Context: an optimization exercise on an open-source flow, tuned for small area, a short achievable clock period and few clock cycles per item. The choices shown serve that exercise and are no tape-out recipe.
Only simulation tests tie the RTL to the original design; equivalence was not proved.
Power is estimated from default activity; no workload was simulated.

==> flow/design.v <==
package klpc_pkg;
	localparam int GRID_SIZE = 32;
	localparam int COORD_W   = 5;
	localparam int COUNT_W   = 59;
	localparam int NDIG = 15;
	localparam int KD0  = 3;
	localparam int KD   = 4;
	localparam int TD_W = 12;
	localparam int NSLOT = 5;
endpackage
import klpc_pkg::*;
module klpc_cell #(
	parameter int Y  = 0,
	parameter int W  = 1,
	parameter int WN = 1
) (
	input  logic            clk,
	input  logic            t_first,
	input  logic            t_last,
	input  logic [TD_W-1:0] t_dat,
	input  logic [WN-1:0]   nb,
	output logic [W-1:0]    cnt
);
	function automatic int dlo(input int d);
		dlo = (d == 0) ? 0 : KD0 + (d - 1) * KD;
	endfunction
	function automatic int ndig(input int w);
		ndig = (w <= KD0) ? 1 : 1 + (w - KD0 + KD - 1) / KD;
	endfunction
	localparam int ND = ndig(W);
	logic [4:0] f, ky;
	logic [1:0] cls;
	assign {f, ky, cls} = t_dat;
	logic copy, z, init, hit, blk;
	assign copy = t_last && ({1'b0, f} < 6'(Y));
	assign z    = t_first || copy;
	assign init = t_last ? (Y == 0) : (6'(Y) <= {1'b0, f});
	assign hit  = ((cls == 2'd0) && ({1'b0, ky} == 6'(Y))) ||
	              ((cls == 2'd1) && (({1'b0, ky} == 6'(Y + 2)) || ((Y >= 2) && ({1'b0, ky} == 6'(Y - 2))))) ||
	              ((cls == 2'd2) && (({1'b0, ky} == 6'(Y + 1)) || ((Y >= 1) && ({1'b0, ky} == 6'(Y - 1)))));
	assign blk  = !copy && hit;
	logic [((ND > 1) ? ND - 1 : 1):1] zq, bq, cy;
	for (genvar d = 0; d < ND; d++) begin : g_dig
		localparam int LO  = dlo(d);
		localparam int HI  = ((dlo(d + 1) < W) ? dlo(d + 1) : W) - 1;
		localparam int DW  = HI - LO + 1;
		localparam int NHI = (HI < WN - 1) ? HI : WN - 1;
		function automatic logic [DW:0] rca(input logic [DW-1:0] a, input logic [DW-1:0] b, input logic ci);
			logic c;
			c = ci;
			for (int i = 0; i < DW; i++) begin
				rca[i] = a[i] ^ b[i] ^ c;
				c = (a[i] & b[i]) | (a[i] & c) | (b[i] & c);
			end
			rca[DW] = c;
		endfunction
		logic [DW-1:0] q, own, nbd;
		logic [DW:0]   sum;
		assign cnt[HI:LO] = q;
		if (WN > LO) begin : g_nb
			assign nbd = DW'(nb[NHI:LO]);
		end else begin : g_nonb
			assign nbd = '0;
		end
		if (d == 0) begin : g_d0
			if (DW > 1) begin : g_w
				assign own = {cnt[HI:1] & {(DW-1){!z}}, !copy && (t_first ? init : cnt[0])};
			end else begin : g_n
				assign own = !copy && (t_first ? init : cnt[0]);
			end
			assign sum = rca(own, nbd, 1'b0);
			always_ff @(posedge clk) begin
				q <= blk ? '0 : sum[DW-1:0];
			end
			if (ND > 1) begin : g_c
				logic c_q, z_q, b_q;
				always_ff @(posedge clk) begin
					c_q <= sum[DW];
					z_q <= z;
					b_q <= blk;
				end
				assign cy[1] = c_q;
				assign zq[1] = z_q;
				assign bq[1] = b_q;
			end
		end else begin : g_dn
			assign own = cnt[HI:LO] & {DW{!zq[d]}};
			assign sum = rca(own, nbd, cy[d]);
			always_ff @(posedge clk) begin
				q <= bq[d] ? '0 : sum[DW-1:0];
			end
			if (d < ND - 1) begin : g_c
				logic c_q, z_q, b_q;
				always_ff @(posedge clk) begin
					c_q <= sum[DW];
					z_q <= zq[d];
					b_q <= bq[d];
				end
				assign cy[d+1] = c_q;
				assign zq[d+1] = z_q;
				assign bq[d+1] = b_q;
			end
		end
	end
endmodule
import klpc_pkg::*;
module klpc_ctrl (
	input  logic               clk,
	input  logic               arst_n,
	input  logic               in_valid,
	output logic               in_stall,
	input  logic [COORD_W-1:0] target_x,
	input  logic [COORD_W-1:0] target_y,
	input  logic [COORD_W-1:0] knight_x,
	input  logic [COORD_W-1:0] knight_y,
	output logic               out_valid,
	input  logic               out_stall,
	output logic [COUNT_W-1:0] path_count,
	output logic               o_first,
	output logic               o_last,
	output logic [TD_W-1:0]    o_dat,
	input  logic               p_first,
	input  logic               x_first,
	input  logic               x_last,
	input  logic [TD_W-1:0]    x_dat,
	input  logic [COUNT_W-1:0] res
);
	localparam int RING = 33;        
	localparam int SP   = NDIG + 2;  
	function automatic int dlo(input int d);
		dlo = (d == 0) ? 0 : KD0 + (d - 1) * KD;
	endfunction
	localparam int SIW = (NSLOT > 4) ? 3 : 2;    
	function automatic logic [SIW-1:0] inc3(input logic [SIW-1:0] v);
		inc3 = (v == SIW'(NSLOT - 1)) ? '0 : v + SIW'(1);
	endfunction
	logic       a_v, p_v, b_v;
	logic       a_take, p_take, b_take;
	logic [4:0] a_tx, a_ty, a_kx, a_ky;
	logic       sw;
	logic stall_q;
	assign in_stall = stall_q;
	assign a_take   = in_valid && !in_stall;
	assign p_take   = a_v && (!p_v || b_take);
	assign sw       = target_x > target_y;
	logic a_v_n, p_v_n;
	assign a_v_n = a_take || (a_v && !p_take);
	assign p_v_n = p_take || (p_v && !b_take);
	always_ff @(posedge clk or negedge arst_n) begin
		if (!arst_n) begin
			a_v     <= 1'b0;
			p_v     <= 1'b0;
			stall_q <= 1'b0;
		end else begin
			a_v     <= a_v_n;
			p_v     <= p_v_n;
			stall_q <= a_v_n && p_v_n;
		end
	end
	always_ff @(posedge clk) begin
		if (a_take) begin
			a_tx <= sw ? target_y : target_x;
			a_ty <= sw ? target_x : target_y;
			a_kx <= sw ? knight_y : knight_x;
			a_ky <= sw ? knight_x : knight_y;
		end
	end
	logic [4:0] b0m, b0;
	logic       b0none;
	always_comb begin
		b0m    = 5'd31;
		b0     = 5'd0;
		b0none = 1'b1;
		case (a_kx)
			5'd0: begin
				if (a_ky != 5'd0) begin
					b0m = a_ky - 5'd1;  b0 = a_ky;         b0none = 1'b0;
				end
			end
			5'd1: begin
				if (a_ky >= 5'd3) begin
					b0m = a_ky - 5'd3;  b0 = a_ky - 5'd2;  b0none = 1'b0;
				end else begin
					b0m = a_ky + 5'd1;  b0 = a_ky + 5'd2;  b0none = 1'b0;
				end
			end
			5'd2: begin
				if (a_ky >= 5'd2) begin
					b0m = a_ky - 5'd2;  b0 = a_ky - 5'd1;  b0none = 1'b0;
				end else begin
					b0m = a_ky;         b0 = a_ky + 5'd1;  b0none = 1'b0;
				end
			end
			default: begin
			end
		endcase
	end
	logic       px01;
	assign px01 = (a_tx[4:1] == 4'd0);
	logic       p_x0, p_lastcol;
	logic [1:0] p_x0cls;
	logic [4:0] p_x0ky, p_ky, p_ty, p_ff, p_rc0;
	logic [5:0] p_dxc0;
	always_ff @(posedge clk) begin
		if (p_take) begin
			p_x0      <= px01;
			p_x0cls   <= b0none ? 2'd3 : 2'd0;
			p_x0ky    <= b0;
			p_ky      <= a_ky;
			p_ty      <= a_ty;
			p_ff      <= px01 ? 5'd0 : b0m;
			p_dxc0    <= 6'd1 - {1'b0, a_kx};
			p_rc0     <= px01 ? {4'd0, a_tx[0]} : a_tx - 5'd1;
			p_lastcol <= (a_tx == 5'd0);
		end
	end
	logic       b_first, b_x0, b_lastcol, b_tok0;
	logic [1:0] b_x0cls, b_cls;
	logic [4:0] b_ky, b_x0ky, b_ty, b_ff, b_f;
	logic [5:0] b_dxc, b_dxc0;
	logic [4:0] b_rc, b_rc0;
	logic       issue;
	logic       ring, enter_q;
	logic [NSLOT-1:0] tmr_ok;
	assign b_tok0 = b_x0 && b_first;
	always_comb begin
		if (b_tok0) begin
			b_cls = b_x0cls;
		end else begin
			case (b_dxc)
				6'd0:        b_cls = 2'd0;
				6'd1, 6'h3f: b_cls = 2'd1;
				6'd2, 6'h3e: b_cls = 2'd2;
				default:     b_cls = 2'd3;
			endcase
		end
	end
	assign b_f = b_lastcol ? b_ty : b_ff;
	logic [NSLOT-1:0] islot;
	assign issue  = b_v && !ring && !enter_q && (!b_first || |(tmr_ok & islot));
	assign b_take = p_v && (!b_v || (issue && b_lastcol));
	always_ff @(posedge clk or negedge arst_n) begin
		if (!arst_n) begin
			b_v     <= 1'b0;
			b_first <= 1'b1;
		end else begin
			if (b_take) begin
				b_v     <= 1'b1;
				b_first <= 1'b1;
			end else if (issue) begin
				b_first <= 1'b0;
				if (b_lastcol) b_v <= 1'b0;
			end else if (enter_q) begin
				b_first <= 1'b1;
			end
		end
	end
	always_ff @(posedge clk) begin
		if (b_take) begin
			b_x0      <= p_x0;
			b_x0cls   <= p_x0cls;
			b_x0ky    <= p_x0ky;
			b_ky      <= p_ky;
			b_ty      <= p_ty;
			b_ff      <= p_ff;
			b_dxc     <= p_dxc0;
			b_dxc0    <= p_dxc0;
			b_rc      <= p_rc0;
			b_rc0     <= p_rc0;
			b_lastcol <= p_lastcol;
		end else if (issue) begin
			if (!b_tok0) b_dxc <= b_dxc + 6'd1;
			b_rc      <= b_rc - 5'd1;
			b_lastcol <= (b_rc == 5'd1);
		end else if (enter_q) begin
			b_dxc     <= b_dxc0;
			b_rc      <= b_rc0;
			b_lastcol <= (b_rc0 == 5'd0);
		end
	end
	localparam logic [1:0] S_FREE = 2'd0, S_RES = 2'd1, S_VAL = 2'd2;
	logic [NSLOT-1:0][1:0] sst;
	logic [NSLOT-1:0] sfree;
	logic [SIW-1:0]   wslot, cslot, rslot;
	logic             inq, qpass, seek, hc0, kill;
	logic [5:0]       hc, kc;
	logic [4:0]       kn;
	logic [5:0]       npend;
	logic             npz, npo;
	logic [5:0]       npend_p1, npend_m1;
	logic             pass_q;
	localparam int TW = (SP < 16) ? 4 : ((SP < 32) ? 5 : 6);
	logic [NSLOT-1:0][TW-1:0] tmr;
	logic xf, xl, in_q, cur_pass, recirc, pass_ev, cap0, head, lastiss;
	for (genvar i = 0; i < NSLOT; i++) begin : g_free
		assign sfree[i] = (sst[i] == S_FREE);
	end
	assign xf       = x_first && !kill;
	assign xl       = x_last && !kill;
	assign in_q     = xf || inq;
	assign cur_pass = xf ? pass_q : qpass;
	assign recirc   = in_q && !cur_pass && (ring || enter_q) && !kill;
	assign pass_ev  = xf && pass_q;
	assign cap0     = xl && in_q && cur_pass;
	assign head     = seek || hc0;
	assign lastiss  = issue && b_lastcol;
	logic       ring_n, seek_n, hc0_n, kill_n;
	logic [5:0] hc_n, kc_n;
	logic [4:0] kn_n, j;
	logic [SIW-1:0] wslot_n;
	assign j = b_v ? (b_rc0 - b_rc) : 5'd0;
	always_comb begin
		wslot_n = pass_ev ? inc3(wslot) : wslot;
		kc_n    = (kc != 6'd0) ? kc - 6'd1 : kc;
		kn_n    = kill ? kn - 5'd1 : kn;
		kill_n  = (kc <= 6'd1) && ((kn >= 5'd2) || ((kn == 5'd1) && !kill));
		hc_n    = (hc != 6'd0) ? hc - 6'd1 : hc;
		hc0_n   = (hc <= 6'd1);
		seek_n  = seek;
		ring_n  = ring;
		if (enter_q) begin
			ring_n = 1'b1;
			hc_n   = 6'(RING - 1);
			hc0_n  = 1'b0;
			seek_n = 1'b0;
			kn_n   = j;
			kc_n   = 6'(RING - 1) - {1'b0, j};
			kill_n = 1'b0;
		end else if (ring) begin
			if (xf && head) begin
				if (pass_q) begin
					seek_n = 1'b1;
				end else begin
					seek_n = 1'b0;
					hc_n   = 6'(RING - 1);
					hc0_n  = 1'b0;
				end
			end
			if (npz || (npo && pass_ev)) ring_n = 1'b0;
		end
	end
	logic n_first, n_head, n_free;
	assign n_first = p_first && !kill_n;
	assign n_head  = !ring_n || seek_n || hc0_n;
	assign n_free  = pass_ev ? sfree[inc3(wslot)] : sfree[wslot];
	always_ff @(posedge clk or negedge arst_n) begin
		if (!arst_n) begin
			ring    <= 1'b0;
			inq     <= 1'b0;
			qpass   <= 1'b0;
			seek    <= 1'b0;
			hc      <= 6'd0;
			hc0     <= 1'b1;
			kc      <= 6'd0;
			kn      <= 5'd0;
			kill    <= 1'b0;
			npend    <= 6'd0;
			npend_p1 <= 6'd1;
			npend_m1 <= 6'h3f;
			npz      <= 1'b1;
			npo     <= 1'b0;
			pass_q  <= 1'b0;
			enter_q <= 1'b0;
			islot   <= NSLOT'(1);
			tmr     <= '0;
			tmr_ok  <= '1;
		end else begin
			ring    <= ring_n;
			inq     <= in_q && !xl;
			if (xf) qpass <= pass_q;
			seek    <= seek_n;
			hc      <= hc_n;
			hc0     <= hc0_n;
			kc      <= kc_n;
			kn      <= kn_n;
			kill    <= kill_n;
			if (lastiss && !pass_ev) begin
				npend    <= npend_p1;
				npend_p1 <= npend_p1 + 6'd1;
				npend_m1 <= npend;
				npz      <= 1'b0;
				npo      <= npz;
			end else if (!lastiss && pass_ev) begin
				npend    <= npend_m1;
				npend_p1 <= npend;
				npend_m1 <= npend_m1 - 6'd1;
				npz      <= npo;
				npo      <= (npend == 6'd2);
			end
			pass_q  <= n_head && n_free;
			enter_q <= !ring_n && n_first && !(n_head && n_free);
			for (int i = 0; i < NSLOT; i++) begin
				if (lastiss && islot[i]) begin
					tmr[i]    <= TW'(SP);
					tmr_ok[i] <= 1'b0;
				end else if (tmr[i] != '0) begin
					tmr[i]    <= tmr[i] - TW'(1);
					tmr_ok[i] <= (tmr[i] == TW'(1));
				end
			end
			if (lastiss) islot <= {islot[NSLOT-2:0], islot[NSLOT-1]};
		end
	end
	always_ff @(posedge clk or negedge arst_n) begin
		if (!arst_n) begin
			o_first <= 1'b0;
			o_last  <= 1'b0;
		end else if (recirc) begin
			o_first <= x_first;
			o_last  <= x_last;
		end else if (issue) begin
			o_first <= b_first;
			o_last  <= b_lastcol;
		end else begin
			o_first <= 1'b0;
			o_last  <= 1'b0;
		end
	end
	always_ff @(posedge clk) begin
		if (recirc) begin
			o_dat <= x_dat;
		end else begin
			o_dat <= {b_f, b_tok0 ? b_x0ky : b_ky, b_cls};
		end
	end
	logic [NDIG-1:1]               capv;
	logic [NDIG-1:1][SIW-1:0]      caps;
	logic [NSLOT-1:0][COUNT_W-1:0] slot;
	always_ff @(posedge clk or negedge arst_n) begin
		if (!arst_n) begin
			capv  <= '0;
			cslot <= '0;
			wslot <= '0;
			rslot <= '0;
			sst   <= '0;
		end else begin
			capv[1] <= cap0;
			for (int d = 2; d < NDIG; d++) capv[d] <= capv[d-1];
			if (cap0) cslot <= inc3(cslot);
			wslot <= wslot_n;
			if (pass_ev) sst[wslot] <= S_RES;
			if (capv[NDIG-1]) sst[caps[NDIG-1]] <= S_VAL;
			if (hand) sst[rslot] <= S_FREE;
			rslot <= rslot_n;
		end
	end
	always_ff @(posedge clk) begin
		caps[1] <= cslot;
		for (int d = 2; d < NDIG; d++) caps[d] <= caps[d-1];
	end
	for (genvar d = 0; d < NDIG; d++) begin : g_cap
		localparam int LO = dlo(d);
		localparam int HI = ((dlo(d + 1) < COUNT_W) ? dlo(d + 1) : COUNT_W) - 1;
		logic       en;
		logic [SIW-1:0] ci;
		if (d == 0) begin : g_e0
			assign en = cap0;
			assign ci = cslot;
		end else begin : g_en
			assign en = capv[d];
			assign ci = caps[d];
		end
		for (genvar s = 0; s < NSLOT; s++) begin : g_s
			logic [HI-LO:0] q;
			always_ff @(posedge clk) begin
				if (en && (ci == SIW'(s))) q <= res[HI:LO];
			end
			assign slot[s][HI:LO] = q;
		end
	end
	logic               ov_q, hand;
	logic [SIW-1:0]     rslot_n;
	logic [COUNT_W-1:0] out_q;
	assign hand    = ov_q && !out_stall;
	assign rslot_n = hand ? inc3(rslot) : rslot;
	always_ff @(posedge clk or negedge arst_n) begin
		if (!arst_n) begin
			ov_q <= 1'b0;
		end else begin
			ov_q <= (sst[rslot_n] == S_VAL);
		end
	end
	always_ff @(posedge clk) begin
		out_q <= slot[rslot_n];
	end
	assign out_valid  = ov_q;
	assign path_count = out_q;
endmodule
import klpc_pkg::*;
module knight_blocked_lattice_path_count (
	input  logic               clk,
	input  logic               arst_n,
	input  logic               in_valid,
	output logic               in_stall,
	input  logic [COORD_W-1:0] target_x,
	input  logic [COORD_W-1:0] target_y,
	input  logic [COORD_W-1:0] knight_x,
	input  logic [COORD_W-1:0] knight_y,
	output logic               out_valid,
	input  logic               out_stall,
	output logic [COUNT_W-1:0] path_count
);
	function automatic int roww(input int y);
		case (y)
			0: roww = 1;   1: roww = 6;   2: roww = 10;  3: roww = 13;
			4: roww = 16;  5: roww = 19;  6: roww = 22;  7: roww = 24;
			8: roww = 26;  9: roww = 29;  10: roww = 31; 11: roww = 32;
			12: roww = 34; 13: roww = 36; 14: roww = 38; 15: roww = 39;
			16: roww = 41; 17: roww = 42; 18: roww = 44; 19: roww = 45;
			20: roww = 47; 21: roww = 48; 22: roww = 49; 23: roww = 50;
			24: roww = 52; 25: roww = 53; 26: roww = 54; 27: roww = 55;
			28: roww = 56; 29: roww = 57; 30: roww = 58; default: roww = 59;
		endcase
	endfunction
	function automatic int rowoff(input int y);
		case (y)
			0: rowoff = 0;  1: rowoff = 1;  2: rowoff = 7;  3: rowoff = 17;
			4: rowoff = 30;  5: rowoff = 46;  6: rowoff = 65;  7: rowoff = 87;
			8: rowoff = 111;  9: rowoff = 137;  10: rowoff = 166;  11: rowoff = 197;
			12: rowoff = 229;  13: rowoff = 263;  14: rowoff = 299;  15: rowoff = 337;
			16: rowoff = 376;  17: rowoff = 417;  18: rowoff = 459;  19: rowoff = 503;
			20: rowoff = 548;  21: rowoff = 595;  22: rowoff = 643;  23: rowoff = 692;
			24: rowoff = 742;  25: rowoff = 794;  26: rowoff = 847;  27: rowoff = 901;
			28: rowoff = 956;  29: rowoff = 1012;  30: rowoff = 1069;  31: rowoff = 1127;
			32: rowoff = 1186;
			default: rowoff = 0;
		endcase
	endfunction
	localparam int NB = rowoff(GRID_SIZE);
	logic [GRID_SIZE:0]           t_first, t_last;
	logic [GRID_SIZE:0][TD_W-1:0] t_dat;
	logic [GRID_SIZE:1]           tq_first, tq_last;
	logic [GRID_SIZE:1][TD_W-1:0] tq_dat;
	logic                         t0_first, t0_last;
	logic [TD_W-1:0]              t0_dat;
	logic [NB-1:0]                rows;
	klpc_ctrl u_ctrl (
		.clk        (clk),
		.arst_n     (arst_n),
		.in_valid   (in_valid),
		.in_stall   (in_stall),
		.target_x   (target_x),
		.target_y   (target_y),
		.knight_x   (knight_x),
		.knight_y   (knight_y),
		.out_valid  (out_valid),
		.out_stall  (out_stall),
		.path_count (path_count),
		.o_first    (t0_first),
		.o_last     (t0_last),
		.o_dat      (t0_dat),
		.p_first    (t_first[GRID_SIZE-1]),
		.x_first    (t_first[GRID_SIZE]),
		.x_last     (t_last[GRID_SIZE]),
		.x_dat      (t_dat[GRID_SIZE]),
		.res        (rows[NB-1 -: COUNT_W])
	);
	assign t_first = {tq_first, t0_first};
	assign t_last  = {tq_last, t0_last};
	assign t_dat   = {tq_dat, t0_dat};
	always_ff @(posedge clk or negedge arst_n) begin
		if (!arst_n) begin
			tq_first <= '0;
			tq_last  <= '0;
		end else begin
			tq_first <= t_first[GRID_SIZE-1:0];
			tq_last  <= t_last[GRID_SIZE-1:0];
		end
	end
	always_ff @(posedge clk) begin
		tq_dat <= t_dat[GRID_SIZE-1:0];
	end
	for (genvar i = 0; i < GRID_SIZE; i++) begin : g_cell
		localparam int W   = roww(i);
		localparam int OFF = rowoff(i);
		localparam int WN  = (i == 0) ? 1 : roww(i - 1);
		logic [WN-1:0] nb;
		if (i == 0) begin : g_first
			assign nb = '0;
		end else begin : g_rest
			assign nb = rows[rowoff(i - 1) +: WN];
		end
		klpc_cell #(.Y(i), .W(W), .WN(WN)) u_cell (
			.clk     (clk),
			.t_first (t_first[i]),
			.t_last  (t_last[i]),
			.t_dat   (t_dat[i]),
			.nb      (nb),
			.cnt     (rows[OFF +: W])
		);
	end
endmodule
==> flow/run.sh <==
#!/bin/bash
# synth_recipe.tcl (not shown) runs the flow's synth.tcl, then flattens the netlist and writes it again
# the make line also repeats each setting of config.mk as NAME=value (left out here)
make -C /OpenROAD-flow-scripts/flow DESIGN_CONFIG=/design/flow/config.mk WORK_HOME=/design/flow/orfs CLKGATE_MAP_FILE= SYNTH_SCRIPT=/design/flow/synth_recipe.tcl finish
==> flow/config.mk <==
export PLATFORM = sky130hd
export DESIGN_NAME = knight_blocked_lattice_path_count
export DESIGN_NICKNAME = knight_blocked_lattice_path_count
export VERILOG_FILES = /design/flow/design.v
export SDC_FILE = /design/flow/constraint.sdc
export NUM_CORES = 4
export LEC_CHECK = 0
export CAP_MARGIN = 20
export CORE_MARGIN = 2
export CORE_UTILIZATION = 50
export CTS_CLUSTER_DIAMETER = 110
export CTS_CLUSTER_SIZE = 24
export PLACE_DENSITY = 0.7
export SETUP_SLACK_MARGIN = 3.2
export SLEW_MARGIN = 20
==> flow/constraint.sdc <==
create_clock -name core_clock -period 6.0 [get_ports {clk}]
set_input_delay 1.2000 -clock core_clock [delete_from_list [all_inputs] [get_ports {clk}]]
set_output_delay 1.2000 -clock core_clock [all_outputs]
set_load 0.01 [all_outputs]
==> run summary, run 1 <==
* Run status: no timing/DRC/antenna violations
* Cell count after synthesis at about 9,100
* Number of input and output port buffers inserted at between 80 and 90
* Metal-1 WL at approximately 75,000 um
* Yosys reg bits at 3,117
* Post-route fraction of the period consumed by the critical path at 47.6%
* Number of buffers created by CTS at around 150
* PwrDens at between 500 and 600 mW/mm^2
* Final core area utilization at between 50% and 60%
* H-tree levels at 4
* Number of distinct library cells after synthesis at 85
* Area of combinational cells with multiple inputs at 0.0469 mm^2
* Clk sink count at 3,117
* CTS tree: built
* First-pass GRT wire length at slightly above 300,000 um
* Final Cell Area at 0.127 mm^2
* Pin count of the biggest net entering global routing at 106
* Gr usage total at 14.8%
* Clock root buffer: sky130_fd_sc_hd__clkbuf_16
* DPL Wire Length at ~130,000 um
* Cell Chain, Critical Path: clkdlybuf4s50_1, nor3b_1, mux2i_1, a2bb2oi_4, buf_6, inv_1, o31ai_1
* Yosys warns at 34
* Most instantiated flip-flop cell in the synthesis netlist: sky130_fd_sc_hd__dfxtp_1
* Total wirelength of the detailed-routed design at 170,000 um
* Cell with the largest stage delay on the worst path: sky130_fd_sc_hd__a2bb2oi_4
* Share of final-layout standard cells stronger than drive strength 1 at between 3 and 4%
* Filler cell count in the final layout at 19,500
* Vias in the first global route at 63,600
* Depth of the worst register-to-register path at 7
* Critical path data required time at 6730 ps
* CP top delay family: buffers and inverters
* Initial antenna violation count at 5
* Fmax achieved at 350 MHz
* Fraction of registers with async set/reset at under 10%
* Critical path type: in -> reg
* Via count at 59,400
* Count of endpoints failing setup in the final report at 0
* Count of cells along the worst hold path at 0
* Tightest Hold Check Type: reg -> reg
* Clock latency of the later-clocked register in the worst-skew pair at approximately 840 ps
* Maximum buffer depth of the clock tree at 3
* Final weighted congestion in routability-driven placement at 0.790
* Post-detailed-placement cell area at 0.123 mm^2
* Slew of the pin with the lowest slew margin at 1090 ps
* Relative area change from synthesis to final layout at 7.60%
* Endpoint of the worst-slack reg-to-reg timing path: u_ctrl.ov_q
* Top-level port count at 85
* Final number of hold-violating endpoints at 0
* Placeable core region at 0.235 mm^2
* DRC errors left at 0
* Peak fanout along the critical path at 41
* Worst min-delay path endpoint: tq_dat[105]
* Average size of a mapped cell at 13.0 um^2
* Count of pins over their slew limit at 0
* Critical R2R Launch: u_ctrl.rslot[1]
* Share of synthesized area occupied by flip-flops and latches at 56.9%
* NumNets Final at 10,600
* Via-per-instance ratio at about 4.7
* Hold Startpoint: tq_dat[93]
* Placed Cells at 12,300
* Area of all sequential standard cells at about 0.067 mm^2
* Delay of the slowest critical-path stage at 620 ps
* Setup crit end kind: flip-flop
* Detail Route met2 WL at between 80,000 and 90,000 um
* Crit start category: input pin
* Leakage dissipation at 53.8 nW
* Critical path launch point: out_stall
* Remaining number of nets flagged by the antenna check after routing at 0
* Max-Cap Viols at 0
* Starting density of the core at 50.2%
* Final Skew at 27.1 ps
* Period minus WS final at 2850 ps
* Initial DRT Pass Iterations at 6
* Die ar. at around 0.24 mm^2
* Overall die height at between 400 and 500 um
* Endpoint arrival time on the critical path at 3590 ps
* Total congestion overflow at 0
* Bufs and invs on worst path at 3
* Net Count, Synth at 10,400
* Setup TNS after final layout at 0 ps
* Clock transition at the register clock pins on the worst setup and hold paths after CTS at 100 ps
* Met3 wirelength from detailed routing at 4970 um
* Register-to-register setup slack at 3290 ps
* Summed instance area of the synthesized netlist at roughly 0.12 mm^2
* Number of flops mapped to enable cells by yosys at 394
* Max VDD drop at ~0.37 mV
* Slew headroom at a little over a quarter
* Wire length per cell at around 14 um
* Placement row count at 178
* Max layer used: met4
* Count of routing violations after the opening detailed-route iteration at 2,620
* Unrepaired setup endpoints after global routing: true
* Floorplan die width at roughly 500 um
* Count of non-filler cells in the finished layout at roughly 13,000
==> per-stage QoR <==
stage | total power [mW] | hold WS, ps | setup WS, ps
after global routing | 75.0 | 318 | 3130
after floorplan | 51.6 | 310 | 3070
final | 67.0 | 313 | 3150
after detailed placement | 57.6 | 313 | 1630
after CTS | 68.7 | 307 | 3070
after global placement | 55.7 | 310 | 1700
==> layout by cell type (no fill, tap or decap), types with 37 or more instances in the layout <==
master | Yosys | layout
sky130_fd_sc_hd__dfxtp_1 | 2538 | 2522
sky130_fd_sc_hd__nor2b_1 | 1658 | 1657
sky130_fd_sc_hd__fa_1 | 1097 | 1097
sky130_fd_sc_hd__inv_1 | 1011 | 1010
sky130_fd_sc_hd__nor2_1 | 429 | 428
sky130_fd_sc_hd__edfxtp_1 | 394 | 394
sky130_fd_sc_hd__nand2b_1 | 314 | 313
sky130_fd_sc_hd__nand2_1 | 215 | 215
sky130_fd_sc_hd__dfrtp_1 | 169 | 167
sky130_fd_sc_hd__clkbuf_16 | 0 | 149
sky130_fd_sc_hd__o21ai_0 | 130 | 130
sky130_fd_sc_hd__ha_1 | 132 | 130
sky130_fd_sc_hd__a21oi_1 | 121 | 120
sky130_fd_sc_hd__and2_1 | 82 | 82
sky130_fd_sc_hd__nor3_1 | 67 | 66
sky130_fd_sc_hd__a22o_1 | 61 | 61
sky130_fd_sc_hd__xnor2_1 | 60 | 60
sky130_fd_sc_hd__mux4_2 | 59 | 59
sky130_fd_sc_hd__dlygate4sd2_1 | 0 | 54
sky130_fd_sc_hd__clkbuf_1 | 34 | 46
sky130_fd_sc_hd__nand3_1 | 37 | 37
==> metal layers <==
metal  up-vias  track usage (%)
met5         -                0
met4         0             3.54
met3       211             1.96
met2       552             26.1
met1     29700             19.3
li1      28900                -
==> worst reg2reg max path, delay by kind of cell (launching register included) <==
family,cells,cell delay [ps]
AO/OA/AOI/OAI,2,930
adder cells (fa/ha/maj),2,470
buffers and inverters,3,730
flip-flops,1,470
==> final cells by class <==
type                    instances  area share [%]
clock buffers                 194            3.05
repair buffers                106           0.796
diodes                          2         0.00394
well taps                    3150            3.10
multi-input cells            4916            36.9
flip-flops and latches       3117            52.9
inverters                    1013            3.01
repair inverters                2          0.0157
clock inverters                15           0.178
==> registers in the layout, summed over array words and instances, names as in the netlist, 12 cells and up <==
register                          count
g_cell.u_cell.g_dig.g_dn.g_c.z_q    254
tq_first                             32
g_cell.u_cell.g_dig.g_dn.g_c.b_q    254
u_ctrl.tmr                           25
g_cell.u_cell.g_dig.g_d0.g_c.z_q     31
g_cell.u_cell.g_dig.g_dn.g_c.c_q    254
u_ctrl.o_dat                         12
g_cell.u_cell.g_dig.q              1186
g_cell.u_cell.g_dig.g_d0.g_c.c_q     31
u_ctrl.g_cap.g_s.q                  295
u_ctrl.out_q                         59
u_ctrl.caps                          42
tq_last                              32
u_ctrl.capv                          14
tq_dat                              384
g_cell.u_cell.g_dig.g_d0.g_c.b_q     31
==> power breakdown <==
group	switching, mW	total, mW	leakage, nW	internal (mW)
clock	6.28	10.9	1.99	4.62
combinational	11.8	25.1	24.6	13.3
sequential	3.38	31.0	27.2	27.6
total	21.4	67.0	53.8	45.6
==> Yosys cell counts, types with 31 or more instances <==
master	number	area, um^2
sky130_fd_sc_hd__nor3_1	67	335
sky130_fd_sc_hd__nor3b_1	32	240
sky130_fd_sc_hd__nand2b_1	314	1960
sky130_fd_sc_hd__nor2_1	429	1610
sky130_fd_sc_hd__nand3_1	37	185
sky130_fd_sc_hd__nor2b_1	1658	10400
sky130_fd_sc_hd__mux2i_1	31	310
sky130_fd_sc_hd__inv_1	1011	3790
sky130_fd_sc_hd__nand2_1	215	807
sky130_fd_sc_hd__clkbuf_1	34	128
sky130_fd_sc_hd__a22o_1	61	534
sky130_fd_sc_hd__xnor2_1	60	526
sky130_fd_sc_hd__and2_1	82	513
sky130_fd_sc_hd__fa_1	1097	22000
sky130_fd_sc_hd__ha_1	132	1650
sky130_fd_sc_hd__edfxtp_1	394	11800
sky130_fd_sc_hd__mux4_2	59	1330
sky130_fd_sc_hd__dfrtp_1	169	4230
sky130_fd_sc_hd__o21ai_0	130	651
sky130_fd_sc_hd__a21oi_1	121	606
sky130_fd_sc_hd__dfxtp_1	2538	50800
==> how the worst max path moves through the flow <==
stage | endpoint | cells after the start
floorplan | u_ctrl.a_kx[3] | 8
global placement | u_ctrl.out_q[6] | 7
detailed placement | u_ctrl.out_q[7] | 7
CTS | u_ctrl.ov_q | 6
global route | u_ctrl.ov_q | 7
finish | u_ctrl.ov_q | 7
==> kinds of logic after synthesis <==
| logic type | share of synthesized area, % |
|---|---|
| AND/OR/NAND/NOR | 14.6 |
| buffers and inverters | 3.47 |
| flip-flops | 56.9 |
| XOR/XNOR | 0.549 |
| multiplexers | 1.69 |
| adder cells (fa/ha/maj) | 20.0 |
| AO/OA/AOI/OAI | 2.73 |
==> what timing repair did <==
action | CTS | global route
cloned | 0 | 4
resized for setup | 99 | 14
buffers inserted | 0 | 6
endpoints found under the setup margin | 172 | 95
hold buffers | 0 | 0
Testbench counts, summed over its fixed seeds: cycles 17,016, items 1,600.
==> run 2, diff against run 1 <==
--- a/flow/config.mk
+++ b/flow/config.mk
@@ -13,3 +13,3 @@
 export PLACE_DENSITY = 0.7
-export SETUP_SLACK_MARGIN = 3.2
+export SETUP_SLACK_MARGIN = 3.0
 export SLEW_MARGIN = 20
==> run 2 against run 1 <==
Net effect: critical path depth decreased by 6; utilization about the same; total power increased by 0.15%; clock skew increased by 0.89 ps; still clean; die area unchanged; combinational power about the same; final area about the same; cell count about the same.
==> run summary, run 2 <==
* Most flops, register: g_cell.u_cell.g_dig.q (unchanged)
* Library cell with the highest instance count after synthesis: sky130_fd_sc_hd__dfxtp_1 (unchanged)
* Crit start category: flip-flop (was input pin)
* Worst Hold Slack at 322 ps (was 313 ps)
* Slew headroom at 25.6% (was 26.3%)
* Largest registers in the final layout: g_cell.u_cell.g_dig.q x1186, tq_dat x384, u_ctrl.g_cap.g_s.q x295 (unchanged)
* Total wirelength of the detailed-routed design at 169,000 um (was 170,000 um)
* Most common library cells after synthesis: sky130_fd_sc_hd__dfxtp_1 (2,538), sky130_fd_sc_hd__nor2b_1 (1,658), sky130_fd_sc_hd__fa_1 (1,097) (unchanged)
* Cell with the largest stage delay on the worst path: sky130_fd_sc_hd__clkdlybuf4s50_1 (was sky130_fd_sc_hd__a2bb2oi_4)
* Period minus WS final at 2930 ps (was 2850 ps)
* Clock latency of the later-clocked register in the worst-skew pair at 830 ps (was 840 ps)
* Yosys reg bits at 3,117 (unchanged)
* Leakage dissipation at 53.8 nW (about the same)
* Tightest Hold Check Type: reg -> reg (unchanged)
* Fraction of registers with async set/reset at 5.94% (unchanged)
* First-pass GRT wire length at 302,000 um (was 303,000 um)
* Total of hold buffers inserted after clock tree synthesis at 0 (unchanged)
* Summed instance area of the synthesized netlist at 0.118 mm^2 (unchanged)
* Remaining number of nets flagged by the antenna check after routing at 0 (unchanged)
* Overall die height at 490 um (unchanged)
* PwrDens at 528 mW/mm^2 (was 527 mW/mm^2)
* Average size of a mapped cell at 13.0 um^2 (unchanged)
* Max-Cap Viols at 0 (unchanged)
* Filler cell count in the final layout at 19,500 (about the same)
* Yosys warns at 34 (unchanged)
* Top post-synthesis cells by area: sky130_fd_sc_hd__dfxtp_1 (43%), sky130_fd_sc_hd__fa_1 (19%), sky130_fd_sc_hd__edfxtp_1 (10%), sky130_fd_sc_hd__nor2b_1 (8.8%), sky130_fd_sc_hd__dfrtp_1 (3.6%) (unchanged)
* Initial DRT Pass Iterations at 5 (was 6)
* Wire length per cell at 13.5 um (was 13.6 um)
* Unrepaired setup endpoints after global routing: false (was true)
* Most instantiated flip-flop cell in the synthesis netlist: sky130_fd_sc_hd__dfxtp_1 (unchanged)
* Count of endpoints failing setup in the final report at 0 (unchanged)
* Setup TNS after final layout at 0 ps (unchanged)
* Total congestion overflow at 0 (unchanged)
* Setup crit end kind: primary output (was flip-flop)
* Top-level port count at 85 (unchanged)
* Run status: no timing/DRC/antenna violations (unchanged)
* Slew of the pin with the lowest slew margin at 1100 ps (was 1090 ps)
* Initial antenna violation count at 2 (was 5)
* Final Skew at 28.0 ps (was 27.1 ps)
* Gr usage total at 14.8% (about the same)
* Count of non-filler cells in the finished layout at 12,500 (about the same)
* Number of distinct library cells after synthesis at 85 (unchanged)
* Final core area utilization at 54.0% (was 54.1%)
* Clk sink count at 3,117 (unchanged)
* Placement row count at 178 (unchanged)
* Worst min-delay path endpoint: tq_dat[271] (was tq_dat[105])
* Critical R2R Launch: u_ctrl.rslot[1] (unchanged)
* Critical path depth at 1 (was 7)
* Die ar. at 0.240 mm^2 (unchanged)
* Final number of hold-violating endpoints at 0 (unchanged)
* Cell count after synthesis at 9,101 (unchanged)
* Net Count, Synth at 10,400 (unchanged)
* Critical path type: reg -> out (was in -> reg)
* Max VDD drop at 0.289 mV (was 0.374 mV)
* Number of flops mapped to enable cells by yosys at 394 (unchanged)
* Count of routing violations after the opening detailed-route iteration at 2,511 (was 2,620)
* Share of synthesized area occupied by flip-flops and latches at 56.9% (unchanged)
* Endpoint arrival time on the critical path at 1730 ps (was 3590 ps)
* Via-per-instance ratio at 4.74 (about the same)
* Count of pins over their slew limit at 0 (unchanged)
* Maximum buffer depth of the clock tree at 3 (unchanged)
* Floorplan die width at 490 um (unchanged)
* Relative area change from synthesis to final layout at 7.56% (was 7.60%)
* CP top delay family: buffers and inverters (unchanged)
* Via count at 59,200 (was 59,400)
* Vias in the first global route at 63,700 (was 63,600)
* NumNets Final at 10,500 (was 10,600)
* Depth of the worst register-to-register path at 9 (was 7)
* Count of cells along the worst hold path at 0 (unchanged)
* Critical path launch point: u_ctrl.out_q[32] (was out_stall)
* Number of input and output port buffers inserted at 84 (unchanged)
* Clock root buffer: sky130_fd_sc_hd__clkbuf_16 (unchanged)
* Register-to-register setup slack at 3120 ps (was 3290 ps)
* Commonest non-fill, non-tap cell in the layout: sky130_fd_sc_hd__dfxtp_1 (unchanged)
* Cell Chain, Critical Path: clkdlybuf4s50_1 (was clkdlybuf4s50_1, nor3b_1, mux2i_1, a2bb2oi_4, buf_6, inv_1, o31ai_1)
* DRC errors left at 0 (unchanged)
* CTS tree: built (unchanged)
* Flip-flop count of the largest register after layout at 1,186 (unchanged)
* Share of final-layout standard cells stronger than drive strength 1 at 3.47% (was 3.70%)
* Area share of the leading cell type in the synthesized netlist at 43.0% (unchanged)
* H-tree levels at 4 (unchanged)
* Final weighted congestion in routability-driven placement at 0.778 (was 0.790)
* Commonest non-fill, non-tap cells in the layout: sky130_fd_sc_hd__dfxtp_1 (2,532), sky130_fd_sc_hd__nor2b_1 (1,657), sky130_fd_sc_hd__fa_1 (1,097) (was sky130_fd_sc_hd__dfxtp_1 (2,522), sky130_fd_sc_hd__nor2b_1 (1,657), sky130_fd_sc_hd__fa_1 (1,097))
* Endpoint of the worst-slack reg-to-reg timing path: u_ctrl.out_q[11] (was u_ctrl.ov_q)
* DPL Wire Length at 127,000 um (was 126,000 um)
* Cell type with the highest aggregate area in the netlist: sky130_fd_sc_hd__dfxtp_1 (unchanged)
* Peak fanout along the critical path at 1 (was 41)
* Post-route fraction of the period consumed by the critical path at 48.8% (was 47.6%)
* Pin count of the biggest net entering global routing at 107 (was 106)
* Placeable core region at 0.235 mm^2 (unchanged)
* Delay of the slowest critical-path stage at 550 ps (was 620 ps)
* Bufs and invs on worst path at 1 (was 3)
* Starting density of the core at 50.2% (unchanged)
* Hold Startpoint: tq_dat[259] (was tq_dat[93])
* Clock transition at the register clock pins on the worst setup and hold paths after CTS at 90 ps (was 100 ps)
* Number of buffers created by CTS at 148 (was 147)
* Fmax achieved at 342 MHz (was 350 MHz)
* Placed Cells at 12,300 (about the same)
* Critical path data required time at 4800 ps (was 6730 ps)
## run 2: cell counts after synthesis
No cell type changed its count.
## run 2: metrics by stage
step / instance area, um^2 / worst slack, ps / total power [mW]
2_1_floorplan: 118000 / 3000 / 51.6
3_3_place_gp: 123000 / 1530 / 55.7
3_5_place_dp: 123000 / 1440 / 57.6
4_1_cts: 127000 / 3000 / 68.8
5_1_grt: 127000 / 3000 / 75.1
6_report: 127000 / 3070 / 67.1
## run 2: kinds of logic (layout without fill, tap and decap cells)
group | after synthesis | after routing | synth area share, %
XOR/XNOR | 74 | 74 | 0.549
multiplexers | 120 | 120 | 1.69
flip-flops | 3117 | 3117 | 56.9
other | 0 | 2 | 0
buffers and inverters | 1069 | 1323 | 3.47
AO/OA/AOI/OAI | 499 | 499 | 2.73
adder cells (fa/ha/maj) | 1229 | 1229 | 20.0
AND/OR/NAND/NOR | 2993 | 2994 | 14.6
## run 2: worst max-delay path by stage
stage / to / slack (ps)
after floorplan: u_ctrl.a_kx[2] / 3000
after global placement: u_ctrl.out_q[38] / 1530
after detailed placement: u_ctrl.out_q[31] / 1440
after CTS: u_ctrl.out_q[25] / 3000
after global routing: path_count[32] / 3000
final: path_count[32] / 3070
## run 2: cell type report
class                   count  area, um^2  share of cell area [%]
multi-input cells        4916       46900                    36.9
inverters                1013        3840                    3.02
flip-flops and latches   3117       67300                    53.0
repair inverters            1        8.76                 0.00689
diodes                      2        5.00                 0.00394
repair buffers             99         970                   0.763
well taps                3150        3940                    3.10
clock inverters            12         151                   0.119
clock buffers             198        4020                    3.16
## run 2: routing by layer
metal,routed length [um],GRT usage [%],vias to the layer above
met5,0,0,-
met4,3970,3.97,0
met3,5250,2.11,217
met2,86100,26.2,616
met1,73800,18.9,29500
li1,-,-,28900
## run 2: repair_timing
| item | 4_1_cts | 5_1_grt |
|---|---|---|
| setup endpoints to repair | 105 | 49 |
| cloned | 1 | 2 |
| pin swaps | 1 | 0 |
| buffers inserted | 1 | 0 |
| gates resized for setup | 55 | 7 |
## run 2: power breakdown
part           internal (mW)  total, mW  switching [mW]
registers               27.6       31.0            3.39
logic                   13.3       25.1            11.8
clock network           4.75       11.0            6.21
==> run 3, diff against run 2 <==
--- a/flow/config.mk
+++ b/flow/config.mk
@@ -13,3 +13,3 @@
 export PLACE_DENSITY = 0.7
-export SETUP_SLACK_MARGIN = 3.0
+export SETUP_SLACK_MARGIN = 3.6
 export SLEW_MARGIN = 20
==> run 3 against run 2 <==
Net effect: clock skew fell by 6.4 ps; total power rose by 1.9%; fmax up 13%; sequential cell count did not move; largest power group unchanged; highest routed layer unchanged.
==> run summary, run 3 <==
* Floorplan die width at 490 um (unchanged)
* DRC errors left at 0 (unchanged)
* Leakage dissipation at 53.9 nW (was 53.8 nW)
* Yosys warns at 34 (unchanged)
* First-pass GRT wire length at 306,000 um (was 302,000 um)
* Via-per-instance ratio at 4.76 (was 4.74)
* Most flops, register: g_cell.u_cell.g_dig.q (unchanged)
* Share of total power in sequential cells at 45.7% (was 46.2%)
* Switching Power at 22.0 mW (was 21.4 mW)
* Critical path type: reg -> out (unchanged)
* Run status: no timing/DRC/antenna violations (unchanged)
* Internal cell power at 46.4 mW (was 45.7 mW)
* Number of buffers created by CTS at 148 (unchanged)
* Share of final-layout standard cells stronger than drive strength 1 at 15.1% (was 3.47%)
* Critical R2R Launch: g_cell[23].u_cell.g_dig[9].q[0] (was u_ctrl.rslot[1])
* Net Count, Synth at 10,400 (unchanged)
* Clk sink count at 3,117 (unchanged)
* Top-level port count at 85 (unchanged)
* Period minus WS final at 2600 ps (was 2930 ps)
* H-tree levels at 4 (unchanged)
* Area share of the leading cell type in the synthesized netlist at 43.0% (unchanged)
* Die ar. at 0.240 mm^2 (unchanged)
* Initial antenna violation count at 2 (unchanged)
* Cell type with the highest aggregate area in the netlist: sky130_fd_sc_hd__dfxtp_1 (unchanged)
* Worst Hold Slack at 319 ps (was 322 ps)
* Starting density of the core at 50.2% (unchanged)
* Most instantiated flip-flop cell in the synthesis netlist: sky130_fd_sc_hd__dfxtp_1 (unchanged)
* Final Skew at 21.6 ps (was 28.0 ps)
* Total congestion overflow at 0 (unchanged)
* Max layer used: met4 (unchanged)
* Vias in the first global route at 64,000 (was 63,700)
* PwrDens at 526 mW/mm^2 (was 528 mW/mm^2)
* Switching portion of total power at 32.1% (was 31.9%)
* Count of pins over their slew limit at 0 (unchanged)
* Clock root buffer: sky130_fd_sc_hd__clkbuf_16 (unchanged)
* Overall die height at 490 um (unchanged)
* Wire length per cell at 13.9 um (was 13.5 um)
* Gr usage total at 15.0% (was 14.8%)
* Clock transition at the register clock pins on the worst setup and hold paths after CTS at 100 ps (was 90 ps)
* CP top delay family: flip-flops (was buffers and inverters)
* Top post-synthesis cells by area: sky130_fd_sc_hd__dfxtp_1 (43%), sky130_fd_sc_hd__fa_1 (19%), sky130_fd_sc_hd__edfxtp_1 (10%), sky130_fd_sc_hd__nor2b_1 (8.8%), sky130_fd_sc_hd__dfrtp_1 (3.6%) (unchanged)
* Met3 wirelength from detailed routing at 4880 um (was 5250 um)
* Max VDD drop at 0.354 mV (was 0.289 mV)
* Cell with the largest stage delay on the worst path: sky130_fd_sc_hd__dfrtp_1 (was sky130_fd_sc_hd__clkdlybuf4s50_1)
* Crit start category: flip-flop (unchanged)
* Initial DRT Pass Iterations at 5 (unchanged)
* Relative area change from synthesis to final layout at 10.0% (was 7.56%)
* Endpoint of the worst-slack reg-to-reg timing path: g_cell[23].u_cell.g_dig[9].q[3] (was u_ctrl.out_q[11])
* Final Cell Area at 0.130 mm^2 (was 0.127 mm^2)
* DPL Wire Length at 126,000 um (was 127,000 um)
* Final number of hold-violating endpoints at 0 (unchanged)
* Peak fanout along the critical path at 2 (was 1)
* Placement row count at 178 (unchanged)
* Library cell with the highest instance count after synthesis: sky130_fd_sc_hd__dfxtp_1 (unchanged)
* Filler cell count in the final layout at 19,200 (was 19,500)
* Max-Cap Viols at 0 (unchanged)
* Area of all sequential standard cells at 0.0679 mm^2 (was 0.0673 mm^2)
* Yosys reg bits at 3,117 (unchanged)
* Slew of the pin with the lowest slew margin at 1110 ps (was 1100 ps)
* Share of synthesized area occupied by flip-flops and latches at 56.9% (unchanged)
* Via count at 59,800 (was 59,200)
* Commonest non-fill, non-tap cell in the layout: sky130_fd_sc_hd__dfxtp_1 (unchanged)
* Fmax achieved at 385 MHz (was 342 MHz)
* Count of endpoints failing setup in the final report at 0 (unchanged)
* Comb pwr share at 38.3% (was 37.5%)
* Fraction of registers with async set/reset at 5.94% (unchanged)
* Placeable core region at 0.235 mm^2 (unchanged)
* Bufs and invs on worst path at 1 (unchanged)
* Delay of the slowest critical-path stage at 430 ps (was 550 ps)
* Setup TNS after final layout at 0 ps (unchanged)
* Critical path data required time at 4800 ps (about the same)
* Count of routing violations after the opening detailed-route iteration at 2,371 (was 2,511)
* Number of flops mapped to enable cells by yosys at 394 (unchanged)
* Slew headroom at 24.9% (was 25.6%)
* Metal-1 WL at 76,300 um (was 73,800 um)
* Detail Route met2 WL at 89,800 um (was 86,100 um)
* Setup crit end kind: primary output (unchanged)
* Commonest non-fill, non-tap cells in the layout: sky130_fd_sc_hd__dfxtp_1 (2,146), sky130_fd_sc_hd__nor2b_1 (1,654), sky130_fd_sc_hd__inv_1 (954) (was sky130_fd_sc_hd__dfxtp_1 (2,532), sky130_fd_sc_hd__nor2b_1 (1,657), sky130_fd_sc_hd__fa_1 (1,097))
* Total wirelength of the detailed-routed design at 174,000 um (was 169,000 um)
* Total of hold buffers inserted after clock tree synthesis at 0 (unchanged)
* Cell count after synthesis at 9,101 (unchanged)
* Maximum buffer depth of the clock tree at 3 (unchanged)
* Summed instance area of the synthesized netlist at 0.118 mm^2 (unchanged)
* Endpoint arrival time on the critical path at 1400 ps (was 1730 ps)
* Tightest Hold Check Type: in -> async (was reg -> reg)
* Final core area utilization at 55.3% (was 54.0%)
* Area of combinational cells with multiple inputs at 0.0486 mm^2 (was 0.0469 mm^2)
* Clock latency of the later-clocked register in the worst-skew pair at 820 ps (was 830 ps)
* Remaining number of nets flagged by the antenna check after routing at 0 (unchanged)
* Post-route fraction of the period consumed by the critical path at 43.3% (was 48.8%)
* Pin count of the biggest net entering global routing at 142 (was 107)
* Final weighted congestion in routability-driven placement at 0.779 (was 0.778)
* Cell Chain, Critical Path: buf_2 (was clkdlybuf4s50_1)
* Flip-flop count of the largest register after layout at 1,186 (unchanged)
* Depth of the worst register-to-register path at 7 (was 9)
* Number of distinct library cells after synthesis at 85 (unchanged)
* CTS tree: built (unchanged)
* Average size of a mapped cell at 13.0 um^2 (unchanged)
* Post-detailed-placement cell area at 0.123 mm^2 (about the same)
* Clock power frac at 16.0% (was 16.3%)
* Most common library cells after synthesis: sky130_fd_sc_hd__dfxtp_1 (2,538), sky130_fd_sc_hd__nor2b_1 (1,658), sky130_fd_sc_hd__fa_1 (1,097) (unchanged)
* Total power after layout at 68.4 mW (was 67.1 mW)
* Unrepaired setup endpoints after global routing: true (was false)
* NumNets Final at 10,600 (was 10,500)
* Number of input and output port buffers inserted at 84 (unchanged)
* Largest registers in the final layout: g_cell.u_cell.g_dig.q x1186, tq_dat x384, u_ctrl.g_cap.g_s.q x295 (unchanged)
* Register-to-register setup slack at 3680 ps (was 3120 ps)
## run 3: power groups by stage
stage / Sequential [mW] / Combinational [mW] / Clock [mW]
floorplan: 30.4 / 21.1 / 0
global placement: 31.4 / 24.3 / 0
detailed placement: 31.6 / 26.0 / 0
CTS: 31.2 / 26.7 / 11.4
global route: 32.0 / 32.3 / 12.1
finish: 31.2 / 26.2 / 11.0
## run 3: cell type report
class	instances	share of cell area, %
clock buffers	201	3.08
repair inverters	3	0.0308
clock inverters	11	0.116
inverters	1013	2.96
repair buffers	142	1.17
diodes	2	0.00385
multi-input cells	4922	37.4
flip-flops and latches	3117	52.2
well taps	3150	3.03
## run 3: cell families (layout without fill, tap and decap cells)
logic type,count (synthesis),count (layout),share of synthesized area [%]
compound gates,499,505,2.73
fa+ha+maj,1229,1229,20.0
flops,3117,3117,56.9
xor+xnor,74,74,0.549
simple gates,2993,2994,14.6
other cells,0,2,0
mux,120,120,1.69
buf+inv,1069,1370,3.47
## run 3: worst max path at each step
stage / from / endpoint / slack, ps / depth (start not counted)
after floorplan: target_x[1] / u_ctrl.a_kx[2] / 3070 / 8
after global placement: out_stall / u_ctrl.out_q[42] / 1890 / 7
after detailed placement: out_stall / u_ctrl.out_q[41] / 1860 / 7
after CTS: u_ctrl.stall_q / in_stall / 3340 / 1
after global routing: u_ctrl.stall_q / in_stall / 3330 / 1
final: u_ctrl.stall_q / in_stall / 3400 / 1
## run 3: metrics by stage
step | cells | setup WS [ps]
after global routing | 12600 | 3330
after detailed placement | 12300 | 1860
after floorplan | 9101 | 3070
after global placement | 12300 | 1890
final | 12600 | 3400
after CTS | 12500 | 3340
## run 3: timing repair
action / 4_1_cts / 5_1_grt
setup buffers: 28 / 15
resized for setup: 871 / 527
gates cloned: 9 / 5
pin swaps: 10 / 123
setup endpoints to repair: 509 / 455
## run 3: per-layer routing
layer | global-route usage, % | vias to the layer above
li1 | - | 29000
met1 | 19.3 | 30000
met2 | 26.7 | 504
met3 | 2.05 | 201
met4 | 3.53 | 0
met5 | 0 | -
==> run 4, diff against run 3 <==
--- a/flow/config.mk
+++ b/flow/config.mk
@@ -10,6 +10,6 @@
 export CORE_UTILIZATION = 50
-export CTS_CLUSTER_DIAMETER = 110
-export CTS_CLUSTER_SIZE = 24
+export CTS_CLUSTER_DIAMETER = 90
+export CTS_CLUSTER_SIZE = 20
 export PLACE_DENSITY = 0.7
-export SETUP_SLACK_MARGIN = 3.6
+export SETUP_SLACK_MARGIN = 3.5
 export SLEW_MARGIN = 20
==> run 4 against run 3 <==
Net effect: still clean on timing, DRC and antenna; cell count up 0.14%; area after synthesis is the same; register-to-register slack got worse by 120 ps; clock skew rose by 11 ps; critical path depth is the same; final area down 0.42%; utilization shrank 0.23 points; sequential share of layout area up 0.058 points; global-route usage about the same; critical path type unchanged; largest cell class unchanged.
==> run summary, run 4 <==
* Clock root buffer: sky130_fd_sc_hd__clkbuf_16 (unchanged)
* Switching Power at 21.8 mW (was 22.0 mW)
* Endpoint of the worst-slack reg-to-reg timing path: u_ctrl.p_ky[4] (was g_cell[23].u_cell.g_dig[9].q[3])
* Floorplan die width at 490 um (unchanged)
* Post-route fraction of the period consumed by the critical path at 42.8% (was 43.3%)
* Slew headroom at 23.7% (was 24.9%)
* Number of buffers created by CTS at 174 (was 148)
* CTS tree: built (unchanged)
* Number of input and output port buffers inserted at 84 (unchanged)
* Setup crit end kind: primary output (unchanged)
* Cell type with the highest aggregate area in the netlist: sky130_fd_sc_hd__dfxtp_1 (unchanged)
* Critical path data required time at 4800 ps (about the same)
* Number of flops mapped to enable cells by yosys at 394 (unchanged)
* Count of pins over their slew limit at 0 (unchanged)
* Initial DRT Pass Iterations at 5 (unchanged)
* Clock power frac at 17.4% (was 16.0%)
* Top-level port count at 85 (unchanged)
* Yosys warns at 34 (unchanged)
* Register-to-register setup slack at 3560 ps (was 3680 ps)
* Max VDD drop at 0.340 mV (was 0.354 mV)
* Final number of hold-violating endpoints at 0 (unchanged)
* Most crowded layer after global routing: met2 (unchanged)
* Starting density of the core at 50.2% (unchanged)
* Remaining number of nets flagged by the antenna check after routing at 0 (unchanged)
* Final Skew at 33.0 ps (was 21.6 ps)
* Peak fanout along the critical path at 2 (unchanged)
* Final core area utilization at 55.1% (was 55.3%)
* Delay of the slowest critical-path stage at 400 ps (was 430 ps)
* Most instantiated flip-flop cell in the synthesis netlist: sky130_fd_sc_hd__dfxtp_1 (unchanged)
* Commonest non-fill, non-tap cells in the layout: sky130_fd_sc_hd__dfxtp_1 (2,285), sky130_fd_sc_hd__nor2b_1 (1,657), sky130_fd_sc_hd__inv_1 (1,010) (was sky130_fd_sc_hd__dfxtp_1 (2,146), sky130_fd_sc_hd__nor2b_1 (1,654), sky130_fd_sc_hd__inv_1 (954))
* DPL Wire Length at 126,000 um (about the same)
* Initial antenna violation count at 1 (was 2)
* Setup WS pre-CTS at 1910 ps (was 1860 ps)
* Library cell with the highest instance count after synthesis: sky130_fd_sc_hd__dfxtp_1 (unchanged)
* Unrepaired setup endpoints after global routing: true (unchanged)
* Cell with the largest stage delay on the worst path: sky130_fd_sc_hd__dfrtp_1 (unchanged)
* Run status: no timing/DRC/antenna violations (unchanged)
* Summed instance area of the synthesized netlist at 0.118 mm^2 (unchanged)
* Comb pwr share at 37.3% (was 38.3%)
* Critical path launch point: u_ctrl.stall_q (unchanged)
* Final WS setup at 3430 ps (was 3400 ps)
* Critical path depth at 1 (unchanged)
* Vias in the first global route at 64,000 (about the same)
* Tightest Hold Check Type: reg -> reg (was in -> async)
* Overall die height at 490 um (unchanged)
* Count of routing violations after the opening detailed-route iteration at 2,629 (was 2,371)
* Clk sink count at 3,117 (unchanged)
* Max-Cap Viols at 0 (unchanged)
* Internal cell power at 46.8 mW (was 46.4 mW)
* Clock latency of the later-clocked register in the worst-skew pair at 830 ps (was 820 ps)
* Number of distinct library cells after synthesis at 85 (unchanged)
* Critical path type: reg -> out (unchanged)
* DRC errors left at 0 (unchanged)
* Bufs and invs on worst path at 1 (unchanged)
* NumNets Final at 10,600 (about the same)
* Total of hold buffers inserted after clock tree synthesis at 0 (unchanged)
* Met2 Resource Use GR at 26.6% (was 26.7%)
* Wire length per cell at 13.8 um (was 13.9 um)
* Total congestion overflow at 0 (unchanged)
* Period minus WS final at 2570 ps (was 2600 ps)
* Setup TNS after final layout at 0 ps (unchanged)
* Yosys reg bits at 3,117 (unchanged)
* Area share of the leading cell type in the synthesized netlist at 43.0% (unchanged)
* Share of final-layout standard cells stronger than drive strength 1 at 10.1% (was 15.1%)
* Cell Chain, Critical Path: buf_2 (unchanged)
* Commonest non-fill, non-tap cell in the layout: sky130_fd_sc_hd__dfxtp_1 (unchanged)
* First-pass GRT wire length at 305,000 um (was 306,000 um)
* CP top delay family: flip-flops (unchanged)
* H-tree levels at 4 (unchanged)
* Pin count of the biggest net entering global routing at 99 (was 142)
* Placement row count at 178 (unchanged)
* Count of endpoints failing setup in the final report at 0 (unchanged)
* Via count at 59,800 (unchanged)
* Leakage dissipation at 54.4 nW (was 53.9 nW)
* Relative area change from synthesis to final layout at 9.58% (was 10.0%)
* Maximum buffer depth of the clock tree at 3 (unchanged)
* Final weighted congestion in routability-driven placement at 0.784 (was 0.779)
* Largest registers in the final layout: g_cell.u_cell.g_dig.q x1186, tq_dat x384, u_ctrl.g_cap.g_s.q x295 (unchanged)
* Fraction of registers with async set/reset at 5.94% (unchanged)
* Most common library cells after synthesis: sky130_fd_sc_hd__dfxtp_1 (2,538), sky130_fd_sc_hd__nor2b_1 (1,658), sky130_fd_sc_hd__fa_1 (1,097) (unchanged)
* Average size of a mapped cell at 13.0 um^2 (unchanged)
* Depth of the worst register-to-register path at 6 (was 7)
* Flip-flop count of the largest register after layout at 1,186 (unchanged)
* Net Count, Synth at 10,400 (unchanged)
* Die ar. at 0.240 mm^2 (unchanged)
* PwrDens at 530 mW/mm^2 (was 526 mW/mm^2)
* Total wirelength of the detailed-routed design at 174,000 um (about the same)
* Slew of the pin with the lowest slew margin at 1130 ps (was 1110 ps)
* Global-route met3 utilization at 2.43% (was 2.05%)
* Fraction of met1 tracks used by global routing at 19.1% (was 19.3%)
* Most flops, register: g_cell.u_cell.g_dig.q (unchanged)
* Share of total power in sequential cells at 45.3% (was 45.7%)
* Cell count after synthesis at 9,101 (unchanged)
* Endpoint arrival time on the critical path at 1370 ps (was 1400 ps)
* Crit start category: flip-flop (unchanged)
* Crit path capture: in_stall (unchanged)
* Share of synthesized area occupied by flip-flops and latches at 56.9% (unchanged)
* Gr usage total at 15.0% (about the same)
* Switching portion of total power at 31.7% (was 32.1%)
* Via-per-instance ratio at 4.75 (was 4.76)
* Placeable core region at 0.235 mm^2 (unchanged)
* Top post-synthesis cells by area: sky130_fd_sc_hd__dfxtp_1 (43%), sky130_fd_sc_hd__fa_1 (19%), sky130_fd_sc_hd__edfxtp_1 (10%), sky130_fd_sc_hd__nor2b_1 (8.8%), sky130_fd_sc_hd__dfrtp_1 (3.6%) (unchanged)
* Critical R2R Launch: u_ctrl.enter_q (was g_cell[23].u_cell.g_dig[9].q[0])
* Fmax achieved at 389 MHz (was 385 MHz)
* Clock transition at the register clock pins on the worst setup and hold paths after CTS at 80 ps (was 100 ps)
## run 4: cell counts after synthesis
Identical to the previous run, type by type.
## run 4: worst register-to-register path: cells and delay by family, from the launching register on
kind	cells	cell delay [ps]
DFF	1	370
buffers and inverters	2	400
and+or+nand+nor	2	710
AOI/OAI and AO/OA	2	660
## run 4: worst min path at each step
stage	start	endpoint	slack (ps)	cells past startpoint
4_1_cts	tq_dat[43]	tq_dat[55]	320	0
5_1_grt	tq_dat[93]	tq_dat[105]	330	0
3_3_place_gp	tq_dat[92]	tq_dat[104]	310	0
6_report	tq_dat[43]	tq_dat[55]	320	0
3_5_place_dp	u_ctrl.o_dat[10]	tq_dat[10]	310	0
2_1_floorplan	tq_dat[91]	tq_dat[103]	310	0
## run 4: metal layers
metal  part of all wire, %  routed length (um)  up-vias
met4                   2.3                3980        0
li1                      -                   -    29100
met3                   3.4                6000      271
met2                    51               89300      642
met1                    43               74800    29800
met5                     0                   0        -
## run 4: logic make-up after synthesis
logic type	synth area share (%)
compound gates	2.73
fa+ha+maj	20.0
simple gates	14.6
mux	1.69
xor+xnor	0.549
buf+inv	3.47
flops	56.9
## run 4: cell type report
type | count | area, um^2
Fill cell | 19200 | 106000
Timing Repair inverter | 2 | 17.5
Clock inverter | 7 | 120
Sequential cell | 3117 | 67700
Inverter | 1013 | 3860
Multi-Input combinational cell | 4923 | 47800
Timing Repair Buffer | 130 | 1350
Antenna cell | 1 | 2.50
Tap cell | 3150 | 3940
Clock buffer | 235 | 4740
## run 4: power groups by stage
stage               Clock, mW  Combinational, mW  Sequential [mW]
floorplan                   0               21.1             30.4
CTS                      12.3               26.2             31.1
finish                   11.9               25.6             31.1
global placement            0               24.2             31.4
global route             13.1               31.7             31.8
detailed placement          0               25.9             31.5
## run 4: per-stage QoR
step	std cells	hold slack (ps)	power [mW]	cell area, um^2
floorplan	9101	310	51.6	118000
global placement	12300	310	55.7	123000
detailed placement	12300	312	57.5	123000
CTS	12600	318	69.6	128000
global route	12600	334	76.6	129000
finish	12600	319	68.6	129000
## run 4: repair_timing
item	CTS	global route
gates resized for setup	425	457
pin swaps	5	8
cloned	9	3
setup endpoints to repair	280	418
buffers inserted	13	16
==> run 5, diff against run 4 <==
--- a/flow/config.mk
+++ b/flow/config.mk
@@ -9,7 +9,7 @@
 export CORE_MARGIN = 2
-export CORE_UTILIZATION = 50
-export CTS_CLUSTER_DIAMETER = 90
-export CTS_CLUSTER_SIZE = 20
-export PLACE_DENSITY = 0.7
-export SETUP_SLACK_MARGIN = 3.5
+export CORE_UTILIZATION = 40
+export CTS_CLUSTER_DIAMETER = 110
+export CTS_CLUSTER_SIZE = 24
+export PLACE_DENSITY = 0.6
+export SETUP_SLACK_MARGIN = 3.4
 export SLEW_MARGIN = 20
==> run 5 against run 4 <==
Net effect: clock power shrank 5%; clock skew grew 11 ps; sequential power is essentially flat; worst hold slack got worse by 33 ps; critical path type unchanged; sequential cell count stayed put; via count fell by 0.87%; global-route usage decreased by 2.9 points; count of clock-buffer cells in the layout down 25; die area increased by 25%; area after synthesis is the same.
==> run summary, run 5 <==
* Number of distinct library cells after synthesis at 85 (unchanged)
* Count of routing violations after the opening detailed-route iteration at 2,307 (was 2,629)
* Final Skew at 43.9 ps (was 33.0 ps)
* Endpoint of the worst-slack reg-to-reg timing path: u_ctrl.enter_q (was u_ctrl.p_ky[4])
* Maximum buffer depth of the clock tree at 4 (was 3)
* Via-per-instance ratio at 4.45 (was 4.75)
* Post-synthesis share of cell area spent on full adders, half adders and majority gates at 20.0% (unchanged)
* Share of synthesized area occupied by flip-flops and latches at 56.9% (unchanged)
* CP top delay family: flip-flops (unchanged)
* Total of hold buffers inserted after clock tree synthesis at 0 (unchanged)
* Cell count after synthesis at 9,101 (unchanged)
* Yosys warns at 34 (unchanged)
* Fraction of registers with async set/reset at 5.94% (unchanged)
* Slew headroom at 28.5% (was 23.7%)
* Floorplan die width at 548 um (was 490 um)
* Crit start category: flip-flop (unchanged)
* Share of the synthesized area in compound gates (AO/OA/AOI/OAI) at 2.73% (unchanged)
* NumNets Final at 10,600 (about the same)
* Unrepaired setup endpoints after global routing: true (unchanged)
* Largest family of logic cells by synthesized area: adder cells (unchanged)
* Count of non-filler cells in the finished layout at 13,300 (was 12,600)
* Run status: no timing/DRC/antenna violations (unchanged)
* Final weighted congestion in routability-driven placement at 0.765 (was 0.784)
* Leakage dissipation at 54.0 nW (was 54.4 nW)
* Vias in the first global route at 63,700 (was 64,000)
* Share of final-layout standard cells stronger than drive strength 1 at 5.37% (was 10.1%)
* Multiplexer share of the synthesized area at 1.69% (unchanged)
* Bufs and invs on worst path at 1 (unchanged)
* Cell type with the highest aggregate area in the netlist: sky130_fd_sc_hd__dfxtp_1 (unchanged)
* First-pass GRT wire length at 309,000 um (was 305,000 um)
* Initial DRT Pass Iterations at 17 (was 5)
* Most flops, register: g_cell.u_cell.g_dig.q (unchanged)
* Depth of the worst register-to-register path at 6 (unchanged)
* Net Count, Synth at 10,400 (unchanged)
* Commonest non-fill, non-tap cells in the layout: sky130_fd_sc_hd__dfxtp_1 (2,469), sky130_fd_sc_hd__nor2b_1 (1,657), sky130_fd_sc_hd__fa_1 (1,093) (was sky130_fd_sc_hd__dfxtp_1 (2,285), sky130_fd_sc_hd__nor2b_1 (1,657), sky130_fd_sc_hd__inv_1 (1,010))
* Yosys reg bits at 3,117 (unchanged)
* Overall die height at 548 um (was 490 um)
* Period minus WS final at 2600 ps (was 2570 ps)
* Count of pins over their slew limit at 0 (unchanged)
* Count of endpoints failing setup in the final report at 0 (unchanged)
* Critical path type: reg -> out (unchanged)
* Placement row count at 199 (was 178)
* Delay of the slowest critical-path stage at 410 ps (was 400 ps)
* Placeable core region at 0.294 mm^2 (was 0.235 mm^2)
* Pin count of the biggest net entering global routing at 140 (was 99)
* Share of synthesized cell area in and, or, nand and nor gates at 14.6% (unchanged)
* Top-level port count at 85 (unchanged)
* Initial antenna violation count at 3 (was 1)
* Endpoint arrival time on the critical path at 1400 ps (was 1370 ps)
-- run 5: layer usage --
| metal | track usage [%] | up-vias | wire length, um |
|---|---|---|---|
| met5 | 0 | - | 0 |
| met4 | 2.50 | 0 | 3250 |
| met3 | 1.78 | 214 | 5500 |
| met2 | 21.2 | 552 | 86200 |
| met1 | 15.9 | 29500 | 78900 |
| li1 | - | 29000 | - |
-- run 5: kinds of logic after synthesis --
family                     count (synthesis)
and+or+nand+nor                         2993
buffers and inverters                   1069
DFF                                     3117
xor gates and xnor gates                  74
AOI/OAI and AO/OA                        499
adders and majority gates               1229
muxes                                    120
-- run 5: report_power, final --
part | total, mW | internal, mW | switching [mW]
combinational | 24.8 | 13.3 | 11.6
sequential | 31.0 | 27.6 | 3.37
clock | 11.3 | 4.97 | 6.32
total | 67.1 | 45.8 | 21.3
-- run 5: final cells by class --
class | count | area (um^2)
fill | 26800 | 165000
sequential | 3117 | 67400
multi-input combinational | 4921 | 47100
tap | 3919 | 4900
clock buffer | 210 | 4230
inverter | 1013 | 3840
timing repair buffer | 120 | 1100
clock inverter | 4 | 45.0
timing repair inverter | 1 | 8.76
antenna | 3 | 7.51
-- run 5: worst max-delay path by stage --
stage                     slack, ps               end            from  depth (start not counted)
after floorplan                3070    u_ctrl.a_kx[3]     target_x[1]                          8
after global placement         2000  u_ctrl.out_q[15]       out_stall                          7
after detailed placement       1950  u_ctrl.out_q[45]       out_stall                          7
after CTS                      3290          in_stall  u_ctrl.stall_q                          1
after global routing           3290          in_stall  u_ctrl.stall_q                          1
final                          3400          in_stall  u_ctrl.stall_q                          1
-- run 5: metrics by stage --
step | hold slack (ps) | worst slack [ps]
2_1_floorplan | 310 | 3070
3_3_place_gp | 311 | 2000
3_5_place_dp | 312 | 1950
4_1_cts | 225 | 3290
5_1_grt | 246 | 3290
6_report | 286 | 3400
-- run 5: what timing repair did --
item,CTS,global route
pin swaps,3,3
cloned,6,2
gates resized for setup,378,62
setup endpoints to repair,262,176
setup buffers,12,9

Setup slack of run 5, layout unchanged: 3.398 ns with ideal ports, 3.307 ns with driving cells assumed (clock clkbuf_16, inputs buf_2), 2.590 ns with port delays also shifted by the 0.919 ns mid clock arrival.
